This design comes from an exercise in tuning for small area and a short achievable clock period on the open sky130 flow, not from production work. Function was checked by simulation only, so behaviour that the tests miss may differ from the original.

zinc:
==> flow/design.v (excerpt) <==
module mdu_param #(
    parameter int WIDTH       = 32,
    parameter int MULT_CYCLES = 5,
    parameter int DIV_CYCLES  = 10
) (
    input  logic             clk,
    input  logic             reset,
    input  logic             req,
    input  logic [WIDTH-1:0] in_a,
    input  logic [WIDTH-1:0] in_b,
    input  logic [3:0]       MDUOp,
    input  logic             start,
    output logic [WIDTH-1:0] data_hi,
    output logic [WIDTH-1:0] data_lo,
    output logic             busy
);
    localparam int UW = 36;    
    localparam int NU = 4;     
    localparam logic [3:0] OP_MULT  = 4'd1;
    localparam logic [3:0] OP_MULTU = 4'd2;
    localparam logic [3:0] OP_DIV   = 4'd3;
    localparam logic [3:0] OP_DIVU  = 4'd4;
    localparam logic [3:0] OP_MTHI  = 4'd7;
    localparam logic [3:0] OP_MTLO  = 4'd8;
    localparam logic [3:0] OP_MADD  = 4'd9;
    localparam logic [3:0] OP_MADDU = 4'd10;
    localparam logic [3:0] OP_MSUB  = 4'd11;
    localparam logic [3:0] OP_MSUBU = 4'd12;
    logic [31:0]   hi_q, lo_q;
    logic [3:0]    cnt_q;
    logic          busy_q;
    logic          div_q;      
    logic          sgn_q;      
    logic          msub_q;     
    logic          accum_q;    
    logic          nega_q;     
    logic          negq_q;     
    logic          negb_q;     
    logic [33:0]   a_q;        
  ...
Size: ~180 flip-flops, roughly 18000 µm² of cells after synthesis.
Settings: LEC_CHECK=0, ABC_AREA=1, CAP_MARGIN=20, CORE_MARGIN=2, CORE_UTILIZATION=40, SLEW_MARGIN=60; clock period 90.0 ns.
standard.sh (not shown) runs the stock make flow with config.mk's settings and CLKGATE_MAP_FILE= SYNTH_SCRIPT=/design/flow/synth_recipe.tcl, a recipe that flattens the netlist after the stock synthesis.
==> flow/flow/run.sh <==
#!/bin/bash
set -euo pipefail
export BUFFER_PORTS_ARGS="-buffer_cell sky130_fd_sc_hd__buf_1"
export CTS_ARGS="-sink_clustering_enable -repair_clock_nets -buf_list sky130_fd_sc_hd__clkbuf_8 -sink_buffer_max_cap_derate 0.5 -dont_use_dummy_load"
bash standard.sh > standard.log 2>&1
zinc completed every stage of the flow, and the final layout passed the timing, DRC and antenna checks.
### zinc -> cedar
==> flow/flow/run.sh <==
#!/bin/bash
set -euo pipefail
export BUFFER_PORTS_ARGS="-buffer_cell sky130_fd_sc_hd__buf_1"
export CTS_ARGS='-sink_clustering_enable -repair_clock_nets -buf_list {sky130_fd_sc_hd__clkbuf_8 sky130_fd_sc_hd__clkbuf_16} -dont_use_dummy_load'
bash standard.sh > standard.log 2>&1
cedar: flow completed, timing, DRC and antenna clean. Wire length per cell across zinc and cedar: no real change. Measured against each other, zinc and cedar differ in largest stage delay on the critical path, the lower figure coming from cedar. cedar has more setup slack than zinc. Compared with zinc, cedar ends up with a larger final cell area. | layout overhead on the synthesized area | cedar vs zinc | 1.0 points higher |. Diff zinc -> cedar: fraction of the core area covered by cells at the end of the flow higher.
> inputs changed (cedar -> lagoon)
- SLEW_MARGIN changed from 60 to 45
==> flow/flow/run.sh <==
#!/bin/bash
set -euo pipefail
export BUFFER_PORTS_ARGS="-buffer_cell sky130_fd_sc_hd__buf_1"
export CTS_ARGS='-sink_clustering_enable -repair_clock_nets -buf_list sky130_fd_sc_hd__clkbuf_8 -tree_buf sky130_fd_sc_hd__clkbuf_16 -dont_use_dummy_load'
bash standard.sh > standard.log 2>&1
[summary]
Relative to cedar, sequential share of layout area has increased by 0.23 points in lagoon.
Comparing maximum frequency for lagoon and cedar, the smaller number came from lagoon.
Compared with cedar, lagoon shows a higher largest incremental delay on the critical path.
The average wire per standard cell was comparable across lagoon and cedar.
Side by side, routing usage on met3 turned out higher in lagoon than in cedar.
As far as sequential cell count goes, lagoon and cedar are indistinguishable; the numbers are identical.
Diff lagoon..cedar | number of synthesized flops with an enable pin | unchanged
Summary — share of the clock period used by the worst path, lagoon relative to cedar: higher, by 0.24 points.
lagoon leaves less setup margin than cedar.

separate check: timing with driven ports:
How much do the figures lean on ideal ports? The routed layouts below were timed once more, with nothing changed but the port constraints.
Step 1: set_driving_cell puts a clkbuf_16 on clk and a buf_2 on each other input, an assumption about the parent block.
Step 2, shift: input delay + t, output delay - t, t = (earliest + latest rising clock arrival at the registers) / 2. This alone moves slack from input paths to output paths.
Three values: ideal, step 1, step 2; two values: the first two.
run	t (ns)	setup WS [ns]	pins driven straight from the clock port
zinc	0.615	70.642 / 70.587 / 70.134	1
cedar	0.538	70.654 / 70.672 / 70.152	1
lagoon	0.670	70.442 / 70.471 / 69.800	1
After both steps every run listed still meets setup and hold. For lagoon, which loses most, drivers alone change the setup slack by +0.029 ns; drivers and shift together by -0.642 ns.
